From an optimization exercise on the open Yosys and OpenROAD flow, aimed at small area and a short achievable clock period; shortcuts taken in it are not production practice.
At most, simulation tests tie the RTL to the original design; equivalence was not proved.
Power is estimated from default activity; no workload was simulated.

==> inputs of 06-19 <==
==> flow/design.v <==
module cam_pixel_packer #(
  parameter logic [31:0] BASE_ADDR   = 32'h0000_1000,
  parameter int          FRAME_BYTES = 4096,
  parameter int          BURST_LEN   = 16,
  parameter int          FIFO_DEPTH  = 64
) (
  input  logic        ACLK,
  input  logic        ARESET,
  input  logic        pix_valid,
  input  logic [7:0]  pix_data,
  input  logic        pix_sof,
  output logic        req_valid,
  input  logic        req_ready,
  output logic [31:0] req_addr,
  output logic [7:0]  req_len,
  output logic        dat_valid,
  input  logic        dat_ready,
  output logic [31:0] dat_data,
  output logic        dat_last,
  output logic        overflow,
  output logic        sync_err,
  output logic        frame_done
);
  logic [1:0]  phase_q;
  logic [23:0] part_q;
  logic [9:0]  fwords_q;
  logic [6:0]  count_q;
  logic [5:0]  wr_ptr_q;
  logic [63:0] we_q;         
  logic [7:0]  wbyte_q;
  logic [15:0] bsel_q;       
  logic [3:0]  ksel_q;       
  logic [1:0]  blk_q;        
  logic [3:0]  bhi_q;        
  logic [31:0] head_q;
  logic        last_q;
  logic        dv_idle_q;    
  logic        req_valid_q, dat_valid_q, overflow_q, sync_err_q, frame_done_q;
  logic [31:0] mem_q [64];
  logic pv_sof, pv_dat, push, pop, full, drop, push_ok, sof_err, enter, last_pop, advance;
  logic [31:0] rd_word;
  logic [6:0]  cnt_inc, cnt_dec;
  logic        cnt_up, cnt_dn;
  assign pv_sof   = pix_valid & pix_sof;
  assign pv_dat   = pix_valid & ~pix_sof;
  assign push     = pv_dat & (phase_q == 2'd3);
  assign pop      = dat_valid_q & dat_ready;
  assign full     = count_q[6];
  assign drop     = push & full & ~pop;
  assign push_ok  = push & ~drop;
  assign sof_err  = pv_sof & ((phase_q != 2'd0) | (fwords_q != 10'd0));
  assign enter    = req_valid_q & req_ready;
  assign last_pop = pop & last_q;
  assign advance  = enter | (pop & ~last_q);
  assign cnt_inc  = count_q + 7'd1;
  assign cnt_dec  = count_q - 7'd1;
  assign cnt_up   = push_ok & ~pop;
  assign cnt_dn   = pop & ~push_ok;
  always_ff @(posedge ACLK) begin
    for (int i = 0; i < 64; i++)
      if (we_q[i]) mem_q[i] <= {wbyte_q, part_q};
  end
  always_comb begin
    rd_word = '0;
    for (int i = 0; i < 64; i++)
      rd_word = rd_word | (mem_q[i] & {32{ksel_q[i / 16] & bsel_q[i % 16]}});
  end
  always_ff @(posedge ACLK) begin
    head_q <= (head_q  & {32{dat_valid_q & ~dat_ready}})
            | (rd_word & {32{dv_idle_q   |  dat_ready}});
    if (pix_valid && (pix_sof || phase_q == 2'd0)) part_q[7:0] <= pix_data;
    if (pv_dat && phase_q == 2'd1) part_q[15:8]  <= pix_data;
    if (pv_dat && phase_q == 2'd2) part_q[23:16] <= pix_data;
    if (push) wbyte_q <= pix_data;
    for (int i = 0; i < 64; i++) we_q[i] <= push_ok && (wr_ptr_q == 6'(i));
  end
  always_ff @(posedge ACLK or posedge ARESET) begin
    if (ARESET) begin
      phase_q      <= 2'd0;
      fwords_q     <= '0;
      count_q      <= '0;
      wr_ptr_q     <= '0;
      bsel_q       <= 16'd1;
      ksel_q       <= 4'd1;
      blk_q        <= 2'd0;
      bhi_q        <= '0;
      last_q       <= 1'b0;
      req_valid_q  <= 1'b0;
      dat_valid_q  <= 1'b0;
      dv_idle_q    <= 1'b1;
      overflow_q   <= 1'b0;
      sync_err_q   <= 1'b0;
      frame_done_q <= 1'b0;
    end else begin
      if (pv_sof) begin
        phase_q  <= 2'd1;
        fwords_q <= '0;
      end else if (pix_valid) begin
        phase_q  <= phase_q + 2'd1;
        if (push) fwords_q <= fwords_q + 10'd1;
      end
      count_q <= ({7{cnt_up}} & cnt_inc) | ({7{cnt_dn}} & cnt_dec)
               | ({7{~cnt_up & ~cnt_dn}} & count_q);
      if (push_ok) wr_ptr_q <= wr_ptr_q + 6'd1;
      if (drop)    overflow_q <= 1'b1;
      if (sof_err) sync_err_q <= 1'b1;
      frame_done_q <= last_pop & (blk_q == 2'd0) & (bhi_q == 4'hF);
      if (advance) begin
        bsel_q <= {bsel_q[14:0], bsel_q[15]};
        if (bsel_q[15]) begin
          ksel_q <= {ksel_q[2:0], ksel_q[3]};
          blk_q  <= blk_q + 2'd1;
        end
      end
      if (last_pop && blk_q == 2'd0) bhi_q <= bhi_q + 4'd1;
      if (enter) last_q <= 1'b0;
      else if (pop) last_q <= bsel_q[15];
      if (!req_valid_q && !dat_valid_q && count_q[6:4] != 3'd0) req_valid_q <= 1'b1;
      else if (enter) req_valid_q <= 1'b0;
      if (enter) begin
        dat_valid_q <= 1'b1;
        dv_idle_q   <= 1'b0;
      end else if (last_pop) begin
        dat_valid_q <= 1'b0;
        dv_idle_q   <= 1'b1;
      end
    end
  end
  assign req_valid  = req_valid_q;
  assign req_addr   = BASE_ADDR + {20'd0, bhi_q, blk_q, 6'd0};
  assign req_len    = 8'(BURST_LEN - 1);
  assign dat_valid  = dat_valid_q;
  assign dat_data   = head_q;
  assign dat_last   = last_q;
  assign overflow   = overflow_q;
  assign sync_err   = sync_err_q;
  assign frame_done = frame_done_q;
endmodule
==> flow/run.sh <==
#!/bin/bash
# synth_recipe.tcl (not shown) runs the flow's synth.tcl, then flattens the netlist and writes it again
# the make line also repeats each setting of config.mk as NAME=value (left out here)
make -C /OpenROAD-flow-scripts/flow DESIGN_CONFIG=/design/flow/config.mk WORK_HOME=/design/flow/orfs CLKGATE_MAP_FILE= SYNTH_SCRIPT=/design/flow/synth_recipe.tcl finish
==> flow/config.mk <==
export PLATFORM = sky130hd
export DESIGN_NAME = cam_pixel_packer
export DESIGN_NICKNAME = cam_pixel_packer
export VERILOG_FILES = /design/flow/design.v
export SDC_FILE = /design/flow/constraint.sdc
export NUM_CORES = 4
export LEC_CHECK = 0
export ABC_CLOCK_PERIOD_IN_PS = 2500
export CAP_MARGIN = 20
export CORE_MARGIN = 2
export CORE_UTILIZATION = 55
export CTS_BUF_LIST = sky130_fd_sc_hd__clkbuf_16
export CTS_CLUSTER_DIAMETER = 90
export CTS_CLUSTER_SIZE = 28
export SETUP_SLACK_MARGIN = 3.2
export SLEW_MARGIN = 20
==> flow/constraint.sdc <==
create_clock -name core_clock -period 5.5 [get_ports {ACLK}]
set_input_delay 1.1000 -clock core_clock [delete_from_list [all_inputs] [get_ports {ACLK}]]
set_output_delay 1.1000 -clock core_clock [all_outputs]
set_load 0.01 [all_outputs]
==> 03-05: changes against 06-19 <==
--- a/flow/design.v
+++ b/flow/design.v
@@ -29,6 +29,5 @@
   logic [63:0] we_q;         
   logic [7:0]  wbyte_q;
-  logic [15:0] bsel_q;       
-  logic [3:0]  ksel_q;       
+  logic [63:0] rsel_q;       
   logic [1:0]  blk_q;        
   logic [3:0]  bhi_q;        
@@ -64,5 +63,5 @@
     rd_word = '0;
     for (int i = 0; i < 64; i++)
-      rd_word = rd_word | (mem_q[i] & {32{ksel_q[i / 16] & bsel_q[i % 16]}});
+      rd_word = rd_word | (mem_q[i] & {32{rsel_q[i]}});
   end
   always_ff @(posedge ACLK) begin
@@ -81,6 +80,5 @@
       count_q      <= '0;
       wr_ptr_q     <= '0;
-      bsel_q       <= 16'd1;
-      ksel_q       <= 4'd1;
+      rsel_q       <= 64'd1;
       blk_q        <= 2'd0;
       bhi_q        <= '0;
@@ -107,13 +105,10 @@
       frame_done_q <= last_pop & (blk_q == 2'd0) & (bhi_q == 4'hF);
       if (advance) begin
-        bsel_q <= {bsel_q[14:0], bsel_q[15]};
-        if (bsel_q[15]) begin
-          ksel_q <= {ksel_q[2:0], ksel_q[3]};
-          blk_q  <= blk_q + 2'd1;
-        end
+        rsel_q <= {rsel_q[62:0], rsel_q[63]};
+        if (rsel_q[15] || rsel_q[31] || rsel_q[47] || rsel_q[63]) blk_q <= blk_q + 2'd1;
       end
       if (last_pop && blk_q == 2'd0) bhi_q <= bhi_q + 4'd1;
       if (enter) last_q <= 1'b0;
-      else if (pop) last_q <= bsel_q[15];
+      else if (pop) last_q <= rsel_q[15] | rsel_q[31] | rsel_q[47] | rsel_q[63];
       if (!req_valid_q && !dat_valid_q && count_q[6:4] != 3'd0) req_valid_q <= 1'b1;
       else if (enter) req_valid_q <= 1'b0;
==> 02-10: changes against 06-19 <==
--- a/flow/design.v
+++ b/flow/design.v
@@ -27,10 +27,10 @@
   logic [6:0]  count_q;
   logic [5:0]  wr_ptr_q;
-  logic [63:0] we_q;         
-  logic [7:0]  wbyte_q;
   logic [15:0] bsel_q;       
   logic [3:0]  ksel_q;       
   logic [1:0]  blk_q;        
   logic [3:0]  bhi_q;        
+  logic        wpend_q;      
+  logic [7:0]  wbyte_q;
   logic [31:0] head_q;
   logic        last_q;
@@ -38,8 +38,6 @@
   logic        req_valid_q, dat_valid_q, overflow_q, sync_err_q, frame_done_q;
   logic [31:0] mem_q [64];
-  logic pv_sof, pv_dat, push, pop, full, drop, push_ok, sof_err, enter, last_pop, advance;
   logic [31:0] rd_word;
-  logic [6:0]  cnt_inc, cnt_dec;
-  logic        cnt_up, cnt_dn;
+  logic pv_sof, pv_dat, push, pop, full, drop, push_ok, sof_err, enter, last_pop;
   assign pv_sof   = pix_valid & pix_sof;
   assign pv_dat   = pix_valid & ~pix_sof;
@@ -52,12 +50,6 @@
   assign enter    = req_valid_q & req_ready;
   assign last_pop = pop & last_q;
-  assign advance  = enter | (pop & ~last_q);
-  assign cnt_inc  = count_q + 7'd1;
-  assign cnt_dec  = count_q - 7'd1;
-  assign cnt_up   = push_ok & ~pop;
-  assign cnt_dn   = pop & ~push_ok;
   always_ff @(posedge ACLK) begin
-    for (int i = 0; i < 64; i++)
-      if (we_q[i]) mem_q[i] <= {wbyte_q, part_q};
+    if (wpend_q) mem_q[wr_ptr_q] <= {wbyte_q, part_q};
   end
   always_comb begin
@@ -73,5 +65,4 @@
     if (pv_dat && phase_q == 2'd2) part_q[23:16] <= pix_data;
     if (push) wbyte_q <= pix_data;
-    for (int i = 0; i < 64; i++) we_q[i] <= push_ok && (wr_ptr_q == 6'(i));
   end
   always_ff @(posedge ACLK or posedge ARESET) begin
@@ -85,4 +76,5 @@
       blk_q        <= 2'd0;
       bhi_q        <= '0;
+      wpend_q      <= 1'b0;
       last_q       <= 1'b0;
       req_valid_q  <= 1'b0;
@@ -100,11 +92,12 @@
         if (push) fwords_q <= fwords_q + 10'd1;
       end
-      count_q <= ({7{cnt_up}} & cnt_inc) | ({7{cnt_dn}} & cnt_dec)
-               | ({7{~cnt_up & ~cnt_dn}} & count_q);
-      if (push_ok) wr_ptr_q <= wr_ptr_q + 6'd1;
+      if (push_ok && !pop)      count_q <= count_q + 7'd1;
+      else if (!push_ok && pop) count_q <= count_q - 7'd1;
+      wpend_q <= push_ok;
+      if (wpend_q) wr_ptr_q <= wr_ptr_q + 6'd1;
       if (drop)    overflow_q <= 1'b1;
       if (sof_err) sync_err_q <= 1'b1;
-      frame_done_q <= last_pop & (blk_q == 2'd0) & (bhi_q == 4'hF);
-      if (advance) begin
+      frame_done_q <= last_pop & ksel_q[0] & (bhi_q == 4'hF);
+      if (enter || (pop && !last_q)) begin
         bsel_q <= {bsel_q[14:0], bsel_q[15]};
         if (bsel_q[15]) begin
@@ -113,16 +106,13 @@
         end
       end
-      if (last_pop && blk_q == 2'd0) bhi_q <= bhi_q + 4'd1;
+      if (last_pop && ksel_q[0]) bhi_q <= bhi_q + 4'd1;
       if (enter) last_q <= 1'b0;
       else if (pop) last_q <= bsel_q[15];
       if (!req_valid_q && !dat_valid_q && count_q[6:4] != 3'd0) req_valid_q <= 1'b1;
       else if (enter) req_valid_q <= 1'b0;
-      if (enter) begin
-        dat_valid_q <= 1'b1;
-        dv_idle_q   <= 1'b0;
-      end else if (last_pop) begin
-        dat_valid_q <= 1'b0;
-        dv_idle_q   <= 1'b1;
-      end
+      if (enter) dat_valid_q <= 1'b1;
+      else if (last_pop) dat_valid_q <= 1'b0;
+      if (enter) dv_idle_q <= 1'b0;
+      else if (last_pop) dv_idle_q <= 1'b1;
     end
   end
Settings changed: CORE_UTILIZATION 55 to 40, CTS_CLUSTER_DIAMETER 90 to 80, CTS_CLUSTER_SIZE 28 to 24, SETUP_SLACK_MARGIN 3.2 to 3.0.
==> summary of the runs <==
In 03-05 the sequential power is larger than in 02-10, by about 3%. Setup slack, lowest first: 02-10, 06-19, 03-05. Synthesized cell count: 03-05 < 02-10 < 06-19. In 06-19 the clock power is smaller than in 02-10, by about 6%. Final area, lowest first: 03-05, 02-10, 06-19. In 02-10 the first-iteration DRC count is lower than in 03-05, by 11%.
==> figures <==
| item | 03-05 | 02-10 | 06-19 |
|---|---|---|---|
| Status | finished clean | finished clean | finished clean |
| Number of non-clock inverters | 21 | 31 | 22 |
| Total clock sinks | 2278 | 2171 | 2234 |
| End point of the worst hold path | mem_q[30][21] | overflow_q | head_q[22] |
| DR iter-0 viols | 11100 | 9953 | 10600 |
| Worst setup path endpoint | req_addr[7] | mem_q[38][21] | head_q[16] |
| Share of synthesized registers carrying an async set or reset | 4.48% | 2.72% | 2.60% |
| Fraction of area in multi-input gates | 14.4% | 15.5% | 15.3% |
| Met2 Track Usage GR | 63.8% | 43.9% | 59.3% |
| Layout-to-synthesis area ratio | 1.103x | 1.145x | 1.132x |
| Switching power share of the total | 21.0% | 32.8% | 33.0% |
| Adder and majority gate portion of the synthesized area | 0.217% | 0.246% | 0.218% |
| Detailed Route WL | 329 mm | 308 mm | 319 mm |
Only the layout flow was run in 06-19; the RTL was not checked for function there.

-- afterwards: timing with drivers on the ports --
No port has a modelled driver above. Below, the same layouts with a new extraction and two added sets of constraints.
Step 1 sets driving cells, clkbuf_16 on the clock port and buf_2 on the other inputs (assumed; they add their load-dependent delay and slew).
Step 2 also shifts input and output timing later by t, the mid clock arrival at the registers, as if the neighbouring blocks saw the same clock.
a / b / c = no drivers / after step 1 / after step 2; a / b = the first two.
| run | t (ns) | setup slack, ns | hold slack, ns | slew at the worst register clock pin (ns) | cell pins on the clock port's net |
|---|---|---|---|---|---|
| 06-19 | 0.844 | 3.040 / 2.958 / 2.578 | 0.515 / 0.515 / 0.515 | 0.12 / 0.12 | 1 |
| 03-05 | 0.845 | 3.052 / 2.972 / 2.528 | 0.455 / 0.455 / 0.455 | 0.12 / 0.12 | 1 |
| 02-10 | 0.849 | 2.849 / 2.849 / 2.308 | 0.488 / 0.488 / 0.488 | 0.11 / 0.11 | 1 |
After both steps every run listed still meets setup and hold. For 02-10, which loses most, drivers alone change the setup slack by 0.000 ns; drivers and shift together by -0.541 ns.
